What follows belongs to an exercise in optimizing a design on an open flow for a short achievable clock period and few clock cycles; a production flow would make more cautious choices.
In this exercise RTL edits were held to simulation tests only and were not proved equivalent to the original.
Power and IR drop assume default switching activity.

$ cat flow/constraint.sdc
create_clock -name core_clock -period 30.0 [get_ports {Clock}]
set_input_delay 6.0000 -clock core_clock [delete_from_list [all_inputs] [get_ports {Clock}]]
set_output_delay 6.0000 -clock core_clock [all_outputs]
set_load 0.01 [all_outputs]
$ cat flow/config.mk
export PLATFORM = sky130hd
export DESIGN_NAME = tomasuloCore
export DESIGN_NICKNAME = tomasuloCore
export VERILOG_FILES = /design/flow/design.v
export SDC_FILE = /design/flow/constraint.sdc
export NUM_CORES = 4
export LEC_CHECK = 0
export CAP_MARGIN = 20
export CORE_MARGIN = 2
export CORE_UTILIZATION = 40
export SLEW_MARGIN = 20
$ cat flow/run.sh
#!/bin/bash
# synth_recipe.tcl (not shown) runs the flow's synth.tcl, then flattens the netlist and writes it again
# the make line also repeats each setting of config.mk as NAME=value (left out here)
make -C /OpenROAD-flow-scripts/flow DESIGN_CONFIG=/design/flow/config.mk WORK_HOME=/design/flow/orfs CLKGATE_MAP_FILE= SYNTH_SCRIPT=/design/flow/synth_recipe.tcl finish
$ cat flow/design.v
module issueUnit
(
   input  logic        Clock,
   input  logic        rst,
   input  logic        progWrite,
   input  logic [5:0]  progAddr,
   input  logic [15:0] progWord,
   input  logic        start,
   input  logic [6:0]  progLength,
   input  logic        robFree,
   input  logic        addFree,
   input  logic        mulFree,
   output logic [3:0]  srcJ,
   output logic [3:0]  srcK,
   output logic [3:0]  dest,
   output logic        dispValid,
   output logic [3:0]  dispOp,
   input  logic        robEmpty,
   output logic        done
);
   logic [15:0] progMem [0:63];   
   logic [6:0]  pc;               
   logic [6:0]  progLen;          
   logic        running;
   logic [15:0] instr;
   logic        pending;          
   logic        isAdd;
   logic        isMul;
   logic        stationFree;
   logic        canIssue;
   logic        advance;
   always_ff @(posedge Clock)
   begin
      if (progWrite)
         progMem[progAddr] <= progWord;           
   end
   assign instr       = progMem[pc[5:0]];
   assign dispOp      = instr[15:12];
   assign dest        = instr[11:8];
   assign srcJ        = instr[7:4];
   assign srcK        = instr[3:0];
   assign pending     = running && (pc < progLen);
   assign isAdd       = (dispOp == 4'd1) || (dispOp == 4'd2);
   assign isMul       = (dispOp == 4'd3) || (dispOp == 4'd4);
   assign stationFree = isMul ? mulFree : addFree;    
   assign canIssue    = pending && (isAdd || isMul) && robFree && stationFree;
   assign advance     = canIssue || (pending && !isAdd && !isMul);   
   assign dispValid   = canIssue;
   always_ff @(posedge Clock)
   begin
      if (rst)
      begin
         pc      <= 7'd0;
         progLen <= 7'd0;
         running <= 1'b0;
         done    <= 1'b0;
      end
      else if (start)
      begin
         pc      <= 7'd0;                 
         progLen <= progLength;
         running <= 1'b1;
         done    <= 1'b0;
      end
      else
      begin
         if (advance)
            pc <= pc + 7'd1;
         done <= running && (pc == progLen) && robEmpty;   
      end
   end
endmodule
module registerStatus
(
   input  logic        Clock,
   input  logic        rst,
   input  logic [3:0]  srcJ,
   input  logic [3:0]  srcK,
   input  logic [3:0]  dest,
   input  logic        dispValid,
   input  logic [1:0]  robTag,
   input  logic [3:0]  peekReady,
   input  logic [63:0] peekValue,
   input  logic        commitValid,
   input  logic [3:0]  commitDest,
   input  logic [1:0]  commitTag,
   input  logic [15:0] commitValue,
   input  logic [3:0]  regAddr,
   output logic [15:0] regData,
   output logic        opJReady,
   output logic [15:0] opJValue,
   output logic [1:0]  opJTag,
   output logic        opKReady,
   output logic [15:0] opKValue,
   output logic [1:0]  opKTag
);
   logic [15:0] regs [0:15];         
   logic [1:0]  tags [0:15];         
   logic [15:0] pendingMark;
   always_comb
   begin
      opJTag   = tags[srcJ];
      opJReady = 1'b1;
      opJValue = regs[srcJ];
      if (pendingMark[srcJ])
      begin
         opJReady = peekReady[opJTag];       
         opJValue = peekValue[opJTag*16 +: 16];
      end
      opKTag   = tags[srcK];
      opKReady = 1'b1;
      opKValue = regs[srcK];
      if (pendingMark[srcK])
      begin
         opKReady = peekReady[opKTag];
         opKValue = peekValue[opKTag*16 +: 16];
      end
   end
   assign regData = regs[regAddr];        
   always_ff @(posedge Clock)
   begin
      if (rst)
      begin
         for (int i = 0; i < 16; i++)
         begin
            regs[i]        <= 16'(i);    
            pendingMark[i] <= 1'b0;
         end
      end
      else
      begin
         if (commitValid)
         begin
            regs[commitDest] <= commitValue;
            if (tags[commitDest] == commitTag)
               pendingMark[commitDest] <= 1'b0;   
         end
         if (dispValid)
         begin
            pendingMark[dest] <= 1'b1;    
            tags[dest]        <= robTag;
         end
      end
   end
endmodule
module reservationStation
#(
   parameter bit AcceptMul = 1'b0          
)
(
   input  logic        Clock,
   input  logic        rst,
   input  logic        dispValid,
   input  logic [3:0]  dispOp,
   input  logic [1:0]  dispTag,
   input  logic        opJReady,
   input  logic [15:0] opJValue,
   input  logic [1:0]  opJTag,
   input  logic        opKReady,
   input  logic [15:0] opKValue,
   input  logic [1:0]  opKTag,
   input  logic        cdbValid,
   input  logic [1:0]  cdbTag,
   input  logic [15:0] cdbValue,
   input  logic        unitIdle,
   input  logic        grantMine,
   output logic        reqValid,
   output logic [3:0]  reqOp,
   output logic [15:0] reqA,
   output logic [15:0] reqB,
   output logic [1:0]  reqTag,
   output logic        free
);
   logic        eValid   [0:1];
   logic [3:0]  eOp      [0:1];
   logic [1:0]  eTag     [0:1];
   logic        eJReady  [0:1];
   logic [15:0] eJValue  [0:1];
   logic [1:0]  eJTag    [0:1];
   logic        eKReady  [0:1];
   logic [15:0] eKValue  [0:1];
   logic [1:0]  eKTag    [0:1];
   logic        started  [0:1];    
   logic        runIdx;            
   logic        freeIdx;
   logic        reqIdx;
   logic        reqHit;
   logic        mine;
   logic        inJReady, inKReady;
   logic [15:0] inJValue, inKValue;
   logic        isMulOp;
   assign isMulOp = (dispOp == 4'd3) || (dispOp == 4'd4);
   assign mine    = dispValid && (isMulOp == AcceptMul);
   always_comb
   begin
      inJReady = opJReady;
      inJValue = opJValue;
      if (!opJReady && cdbValid && (cdbTag == opJTag))
      begin
         inJReady = 1'b1;
         inJValue = cdbValue;
      end
      inKReady = opKReady;
      inKValue = opKValue;
      if (!opKReady && cdbValid && (cdbTag == opKTag))
      begin
         inKReady = 1'b1;
         inKValue = cdbValue;
      end
   end
   always_comb
   begin
      free    = 1'b0;
      freeIdx = 1'b0;
      reqHit  = 1'b0;
      reqIdx  = 1'b0;
      for (int i = 1; i >= 0; i--)
      begin
         if (!eValid[i])
         begin
            free    = 1'b1;
            freeIdx = 1'(i);
         end
         if (eValid[i] && !started[i] && eJReady[i] && eKReady[i])
         begin
            reqHit = 1'b1;
            reqIdx = 1'(i);
         end
      end
   end
   assign reqValid = reqHit && unitIdle;     
   assign reqOp    = eOp[reqIdx];
   assign reqA     = eJValue[reqIdx];
   assign reqB     = eKValue[reqIdx];
   assign reqTag   = eTag[reqIdx];
   always_ff @(posedge Clock)
   begin
      if (rst)
      begin
         for (int i = 0; i < 2; i++)
         begin
            eValid[i]  <= 1'b0;
            started[i] <= 1'b0;
         end
         runIdx <= 1'b0;
      end
      else
      begin
         for (int i = 0; i < 2; i++)
         begin
            if (!eJReady[i] && cdbValid && (cdbTag == eJTag[i]))
            begin
               eJReady[i] <= 1'b1;
               eJValue[i] <= cdbValue;
            end
            if (!eKReady[i] && cdbValid && (cdbTag == eKTag[i]))
            begin
               eKReady[i] <= 1'b1;
               eKValue[i] <= cdbValue;
            end
         end
         if (reqValid)
         begin
            started[reqIdx] <= 1'b1;
            runIdx          <= reqIdx;
         end
         if (grantMine)
         begin
            eValid[runIdx]  <= 1'b0;    
            started[runIdx] <= 1'b0;
         end
         if (mine)
         begin
            eValid[freeIdx]  <= 1'b1;
            eOp[freeIdx]     <= dispOp;
            eTag[freeIdx]    <= dispTag;
            eJReady[freeIdx] <= inJReady;
            eJValue[freeIdx] <= inJValue;
            eJTag[freeIdx]   <= opJTag;
            eKReady[freeIdx] <= inKReady;
            eKValue[freeIdx] <= inKValue;
            eKTag[freeIdx]   <= opKTag;
            started[freeIdx] <= 1'b0;
         end
      end
   end
endmodule
module addSubUnit
(
   input  logic        Clock,
   input  logic        rst,
   input  logic        reqValid,
   input  logic [3:0]  reqOp,
   input  logic [15:0] reqA,
   input  logic [15:0] reqB,
   input  logic [1:0]  reqTag,
   input  logic        grant,
   output logic        idle,
   output logic        resValid,
   output logic [1:0]  resTag,
   output logic [15:0] resValue
);
   logic        busy;
   logic [2:0]  cnt;        
   logic [3:0]  jobOp;      
   logic [15:0] jobA;
   logic [15:0] jobB;
   logic [1:0]  jobTag;
   always_ff @(posedge Clock)
   begin
      if (rst)
      begin
         busy <= 1'b0;
         cnt  <= 3'd0;
      end
      else if (reqValid)
      begin
         busy   <= 1'b1;
         cnt    <= 3'd1;                 
         jobOp  <= reqOp;
         jobA   <= reqA;
         jobB   <= reqB;
         jobTag <= reqTag;
      end
      else if (grant)
         busy <= 1'b0;                   
      else if (busy && (cnt != 3'd0))
         cnt <= cnt - 3'd1;
   end
   assign idle     = !busy;
   assign resValid = busy && (cnt == 3'd0);    
   assign resTag   = jobTag;
   assign resValue = (jobOp == 4'd2) ? jobA - jobB : jobA + jobB;
endmodule
module mulDivUnit
(
   input  logic        Clock,
   input  logic        rst,
   input  logic        reqValid,
   input  logic [3:0]  reqOp,
   input  logic [15:0] reqA,
   input  logic [15:0] reqB,
   input  logic [1:0]  reqTag,
   input  logic        grant,
   output logic        idle,
   output logic        resValid,
   output logic [1:0]  resTag,
   output logic [15:0] resValue
);
   logic        busy;
   logic [2:0]  cnt;        
   logic [3:0]  jobOp;
   logic [15:0] jobA;
   logic [15:0] jobB;
   logic [1:0]  jobTag;
   logic [15:0] quotient;
   always_ff @(posedge Clock)
   begin
      if (rst)
      begin
         busy <= 1'b0;
         cnt  <= 3'd0;
      end
      else if (reqValid)
      begin
         busy   <= 1'b1;
         cnt    <= (reqOp == 4'd4) ? 3'd3 : 3'd2;    
         jobOp  <= reqOp;
         jobA   <= reqA;
         jobB   <= reqB;
         jobTag <= reqTag;
      end
      else if (grant)
         busy <= 1'b0;
      else if (busy && (cnt != 3'd0))
         cnt <= cnt - 3'd1;
   end
   assign quotient = (jobB == 16'd0) ? 16'hffff : jobA / jobB;
   assign idle     = !busy;
   assign resValid = busy && (cnt == 3'd0);
   assign resTag   = jobTag;
   assign resValue = (jobOp == 4'd4) ? quotient : 16'(jobA * jobB);   
endmodule
module reorderBuffer
(
   input  logic        Clock,
   input  logic        rst,
   input  logic        dispValid,
   input  logic [3:0]  dest,
   input  logic        cdbValid,
   input  logic [1:0]  cdbTag,
   input  logic [15:0] cdbValue,
   output logic        robFree,
   output logic [1:0]  robTag,
   output logic        robEmpty,
   output logic [3:0]  peekReady,
   output logic [63:0] peekValue,
   output logic        commitValid,
   output logic [3:0]  commitDest,
   output logic [1:0]  commitTag,
   output logic [15:0] commitValue
);
   logic [3:0]  present;               
   logic [3:0]  destReg [0:3];
   logic [15:0] value   [0:3];
   logic [1:0]  head;                  
   logic [1:0]  tail;                  
   logic [2:0]  count;
   assign robFree  = (count != 3'd4);
   assign robEmpty = (count == 3'd0);
   assign robTag   = tail;
   assign peekReady = present;
   assign peekValue = {value[3], value[2], value[1], value[0]};
   assign commitValid = !robEmpty && present[head];
   assign commitDest  = destReg[head];
   assign commitTag   = head;
   assign commitValue = value[head];
   always_ff @(posedge Clock)
   begin
      if (rst)
      begin
         present <= 4'd0;
         head    <= 2'd0;
         tail    <= 2'd0;
         count   <= 3'd0;
      end
      else
      begin
         if (cdbValid)
         begin
            present[cdbTag] <= 1'b1;    
            value[cdbTag]   <= cdbValue;
         end
         if (commitValid)
         begin
            present[head] <= 1'b0;
            head          <= head + 2'd1;
         end
         if (dispValid)
         begin
            present[tail] <= 1'b0;
            destReg[tail] <= dest;
            tail          <= tail + 2'd1;
         end
         count <= count + (dispValid ? 3'd1 : 3'd0) - (commitValid ? 3'd1 : 3'd0);
      end
   end
endmodule
module tomasuloCore
(
   input  logic        Clock,
   input  logic        rst,
   input  logic        progWrite,
   input  logic [5:0]  progAddr,
   input  logic [15:0] progWord,
   input  logic        start,
   input  logic [6:0]  progLength,
   input  logic [3:0]  regAddr,
   output logic [15:0] regData,
   output logic        done
);
   logic        robFree;
   logic        robEmpty;
   logic        addFree;
   logic        mulFree;
   logic [1:0]  robTag;
   logic        opJReady, opKReady;
   logic [15:0] opJValue, opKValue;
   logic [1:0]  opJTag, opKTag;
   logic [3:0]  srcJ, srcK, dest;
   logic        dispValid;
   logic [3:0]  dispOp;
   logic [3:0]  peekReady;
   logic [63:0] peekValue;
   logic        commitValid;
   logic [3:0]  commitDest;
   logic [1:0]  commitTag;
   logic [15:0] commitValue;
   logic        addReqValid, mulReqValid;
   logic [3:0]  addReqOp, mulReqOp;
   logic [15:0] addReqA, addReqB, mulReqA, mulReqB;
   logic [1:0]  addReqTag, mulReqTag;
   logic        addIdle, mulIdle;
   logic        addResValid, mulResValid;
   logic [1:0]  addResTag, mulResTag;
   logic [15:0] addResValue, mulResValue;
   logic        grantAdd, grantMul;
   logic        cdbValid;
   logic [1:0]  cdbTag;
   logic [15:0] cdbValue;
   assign grantMul = mulResValid;
   assign grantAdd = addResValid && !mulResValid;
   assign cdbValid = grantMul || grantAdd;
   assign cdbTag   = grantMul ? mulResTag   : (grantAdd ? addResTag   : 2'd0);
   assign cdbValue = grantMul ? mulResValue : (grantAdd ? addResValue : 16'd0);
   issueUnit u_issue (
      .Clock(Clock), .rst(rst), .progWrite(progWrite), .progAddr(progAddr),
      .progWord(progWord), .start(start), .progLength(progLength),
      .robFree(robFree), .addFree(addFree), .mulFree(mulFree),
      .srcJ(srcJ), .srcK(srcK), .dest(dest),
      .dispValid(dispValid), .dispOp(dispOp), .robEmpty(robEmpty), .done(done)
   );
   registerStatus u_regs (
      .Clock(Clock), .rst(rst), .srcJ(srcJ), .srcK(srcK), .dest(dest),
      .dispValid(dispValid), .robTag(robTag), .peekReady(peekReady), .peekValue(peekValue),
      .commitValid(commitValid), .commitDest(commitDest), .commitTag(commitTag),
      .commitValue(commitValue), .regAddr(regAddr), .regData(regData),
      .opJReady(opJReady), .opJValue(opJValue), .opJTag(opJTag),
      .opKReady(opKReady), .opKValue(opKValue), .opKTag(opKTag)
   );
   reservationStation #(.AcceptMul(1'b0)) addStation (
      .Clock(Clock), .rst(rst), .dispValid(dispValid), .dispOp(dispOp), .dispTag(robTag),
      .opJReady(opJReady), .opJValue(opJValue), .opJTag(opJTag),
      .opKReady(opKReady), .opKValue(opKValue), .opKTag(opKTag),
      .cdbValid(cdbValid), .cdbTag(cdbTag), .cdbValue(cdbValue),
      .unitIdle(addIdle), .grantMine(grantAdd),
      .reqValid(addReqValid), .reqOp(addReqOp), .reqA(addReqA), .reqB(addReqB),
      .reqTag(addReqTag), .free(addFree)
   );
   reservationStation #(.AcceptMul(1'b1)) mulStation (
      .Clock(Clock), .rst(rst), .dispValid(dispValid), .dispOp(dispOp), .dispTag(robTag),
      .opJReady(opJReady), .opJValue(opJValue), .opJTag(opJTag),
      .opKReady(opKReady), .opKValue(opKValue), .opKTag(opKTag),
      .cdbValid(cdbValid), .cdbTag(cdbTag), .cdbValue(cdbValue),
      .unitIdle(mulIdle), .grantMine(grantMul),
      .reqValid(mulReqValid), .reqOp(mulReqOp), .reqA(mulReqA), .reqB(mulReqB),
      .reqTag(mulReqTag), .free(mulFree)
   );
   addSubUnit u_addSub (
      .Clock(Clock), .rst(rst), .reqValid(addReqValid), .reqOp(addReqOp), .reqA(addReqA),
      .reqB(addReqB), .reqTag(addReqTag), .grant(grantAdd), .idle(addIdle),
      .resValid(addResValid), .resTag(addResTag), .resValue(addResValue)
   );
   mulDivUnit u_mulDiv (
      .Clock(Clock), .rst(rst), .reqValid(mulReqValid), .reqOp(mulReqOp), .reqA(mulReqA),
      .reqB(mulReqB), .reqTag(mulReqTag), .grant(grantMul), .idle(mulIdle),
      .resValid(mulResValid), .resTag(mulResTag), .resValue(mulResValue)
   );
   reorderBuffer u_rob (
      .Clock(Clock), .rst(rst), .dispValid(dispValid), .dest(dest),
      .cdbValid(cdbValid), .cdbTag(cdbTag), .cdbValue(cdbValue),
      .robFree(robFree), .robTag(robTag), .robEmpty(robEmpty),
      .peekReady(peekReady), .peekValue(peekValue),
      .commitValid(commitValid), .commitDest(commitDest), .commitTag(commitTag),
      .commitValue(commitValue)
   );
endmodule
==> summary.md <==
| Metric | Value |
|---|---|
| Status | `timing/DRC/antenna clean` |
| CTS Root Cell | `clkbuf_16` |
| Synthesized cell area | `87,100 µm²` |
| CTS tree | `built` |
| DR DRC count | `0` |
| Cts hold-fix bufs | `0` |
| Seq. cell area | `50,700 µm²` |
| Antenna violations before repair | `12` |
| Post-route non-filler standard cell count | `9,270` |
| Filler Cell Count | `19,100` |
| Post-route ant nets | `0` |
| CP startpoint kind | `flop` |
| Power Density | `51.7 nW/µm²` |
| Vias in the first global route | `53,900` |
| Tcrit/Tclk final | `94.5%` |
| Worst-Skew Late Latency | `840 ps` |
| Number of flops mapped to enable cells by yosys | `1,636` |
| Final hold viol count | `0` |
| Post-synthesis sequential area ratio | `58.2%` |
| Routability cong. | `0.884` |
| DR WL/cell | `26.8 µm` |
| Syn Nets | `6,536` |
| Core Box Area | `217,000 µm²` |
| Via count | `54,800` |
| Least-Margin Pin Slew | `1190 ps` |
| Largest net degree at the start of global routing | `94` |
| Synth Warn # | `7` |
| Most frequent CP cell | `ha_1` |
| GRT Resource Usage Total | `22.0%` |
| I/O pins | `54` |
| CTS Buf Count | `171` |
| Number of core rows | `171` |
| Pins Over Slew Limit | `0` |
| Area of the multi-input gates | `34,400 µm²` |
| Die height | `471 µm` |
| Synth cell types | `107` |
| Cell count after synthesis | `6,178` |
| Area fraction of the dominant cell type after synthesis | `56.4%` |
| Buffers added on ports | `53` |
| Worst VDD drop | `0.0533 mV` |
| Slowest stage delay, CP | `660 ps` |
| Worst Skew | `43.4 ps` |
| Final wirelength | `249,000 µm` |
| Leakage power | `33.0 nW` |
| Tmin final | `28,340 ps` |
| Nets | `6,636` |
| Worst Hold Depth | `2` |
| Global-route wire length before repair | `363,000 µm` |
| Kind of critical path | `flop to flop` |
| Crit path max-delay cell type | `or4b_2` |
| Initial core utilization | `40.2%` |
| Fin Hold WS | `468 ps` |
| Fmax achieved | `35.3 MHz` |
| H-tree depth | `4` |
| DP HPWL | `158,000 µm` |
| Max-cap viol count | `0` |
| Synthesized area per cell | `14.1 µm²` |
| Rel. slew slack | `20.5%` |
| CP max FO | `16` |
| Die W | `471 µm` |
| Clk sink count | `1,713` |
| CP required | `30,570 ps` |
| Most common cell in the netlist | `edfxtp_1` |
| Die area | `221,000 µm²` |
| Worst setup EP type | `flop` |
| Synth area leader | `edfxtp_1` |
| Gr ovfl total | `0` |
| Placed cells | `8,936` |
| R2R cell count | `128` |
| Worst Hold Class | `flop to flop` |
| Synth Flop Type | `edfxtp_1` |
| Synth area leaders | `edfxtp_1, mux4_2, ha_1` |
| Clock buffer depth | `3` |
| Layout cells sized above 1 | `20.8%` |
| Number of DRC markers in iteration 0 | `5,477` |
| Area delta synth->final | `11.6%` |
| Vias per Instance | `5.91` |
| Final setup viols | `0` |
| #FFs+latches synth | `1,713` |
| Ys async rst share | `0%` |
| Commonest cells post-synth | `edfxtp_1, nand2_1, nor2_1` |
| DRT Pass-1 Iters | `6` |
| R2R Setup Slk | `1660 ps` |
| CP arrival | `28,910 ps` |
| Worst-path clk slew | `60 ps` |
## registers in the layout, summed over array words and instances, names as in the netlist, 7 cells and up, named ones only
register	flops
addStation.eJValue	32
addStation.eKValue	32
addStation.eOp	8
mulStation.eJValue	32
mulStation.eKValue	32
mulStation.eOp	8
u_addSub.jobA	16
u_addSub.jobB	16
u_issue.pc	7
u_issue.progLen	7
u_issue.progMem	1024
u_mulDiv.jobA	16
u_mulDiv.jobB	16
u_regs.pendingMark	16
u_regs.regs	256
u_regs.tags	32
u_rob.destReg	16
u_rob.value	64
## stage by stage
stage               power, mW  utilization [%]  cell area, µm²  setup slack [ps]  TNS (ps)
floorplan                2.87                -           87100              1170         0
global placement         2.98             42.1           91300              72.5         0
detailed placement       2.98             42.1           91300              -607     -5050
CTS                      5.05             44.6           96800               103         0
global route             5.16             44.8           97200              -266     -1170
finish                   5.02             44.9           97200              1660         0
## path summary, 6_finish.rpt
path	end	from
max	addStation.eKValue[0][0]$_DFFE_PP_	u_mulDiv.jobB[14]$_DFFE_PP_
min	u_addSub.cnt[1]$_SDFFE_PP0P_	u_addSub.cnt[1]$_SDFFE_PP0P_
max reg2reg	addStation.eKValue[0][0]$_DFFE_PP_	u_mulDiv.jobB[14]$_DFFE_PP_
min reg2reg	u_addSub.cnt[1]$_SDFFE_PP0P_	u_addSub.cnt[1]$_SDFFE_PP0P_
## cell families (layout without fill, tap and decap cells)
kind of cell | after synthesis | in the layout | synth area share (%)
other | 0 | 4 | 0
multiplexers | 962 | 962 | 17.2
adder cells (fa/ha/maj) | 321 | 321 | 5.32
XOR/XNOR | 137 | 137 | 1.39
flip-flops | 1713 | 1713 | 58.2
buffers and inverters | 590 | 823 | 3.02
AO/OA/AOI/OAI | 798 | 799 | 6.30
AND/OR/NAND/NOR | 1657 | 1657 | 8.58
## area by class of cell
class                   instances  area share [%]
diodes                          4          0.0103
clock buffers                 210            4.63
clock inverters                97           0.932
inverters                     230           0.895
multi-input cells            3876            35.4
flip-flops and latches       1713            52.1
well taps                    2854            3.67
repair buffers                286            2.31
## timing repair
action                     CTS  global route
buffers inserted             0            20
gates resized for setup      9            57
gates cloned                 1             0
pin swaps                    1            26
setup endpoints to repair   12            24
## layer usage
metal	track usage, %	up-vias	routed length, µm
met5	0	-	33
met1	31.0	28300	108000
li1	-	23800	-
met3	3.38	421	17500
met4	6.72	6	7640
met2	35.1	2280	116000
## cell usage in the layout (no fill, tap or decap), types with 23 or more instances in the layout
master,n
edfxtp_1,1636
nand2_1,554
nor2_1,475
mux4_2,399
mux2i_1,289
buf_4,243
ha_1,239
mux2_2,235
inv_1,224
a21oi_1,198
clkbuf_16,174
nand3_1,153
xnor2_1,113
o21ai_0,111
nor3_1,86
fa_1,82
dfxtp_1,71
o21a_1,68
nor2b_1,58
and3_1,50
and2_1,49
a211oi_1,44
nor2_2,43
a21o_1,36
clkinv_1,36
clkinv_2,36
clkbuf_1,35
o211ai_1,33
clkdlybuf4s50_1,33
nand4_1,30
a22oi_1,30
mux2_1,25
o21ai_1,24
or3_1,24
xor2_1,23
## critical path: cells and delay by family (launching register included)
| family | cells | cell delay (ps) |
|---|---|---|
| AOI/OAI and AO/OA | 71 | 14910 |
| adders and majority gates | 15 | 4360 |
| and+or+nand+nor | 23 | 4260 |
| muxes | 7 | 2090 |
| buffers and inverters | 12 | 1910 |
| DFF | 1 | 460 |
## report_power, final
group	internal, mW	total (mW)	switching (mW)	leakage [nW]
clock network	1.16	2.09	0.931	2.64
registers	2.64	2.66	0.0171	15.6
logic	0.102	0.279	0.177	14.7
Testbench counts, summed over its fixed seeds: cycles 78,490.

[what the ideal ports hide]
No port has a modelled driver above. Below, the same layout with a new extraction and two added sets of constraints.
Step 1, drivers: a clkbuf_16 drives Clock and a buf_2 each remaining input, both assumed.
Step 2 adds t to the input delays and takes it off the output delays; t is the mean of the earliest and latest rising clock arrival at the registers after step 1. Input paths then give back, and output paths get back, about the clock's delay inside the block.
Three values: ideal ports, drivers, drivers and shift; two values: the first two.
shift t [ns]: 0.895
setup slack, ns: 1.655 / 1.655 / 1.655
cell pins on the clock port's net: 1
After both steps this run still meets setup and hold. The setup slack of this run moves by 0.000 ns with the drivers and by 0.000 ns with both steps.
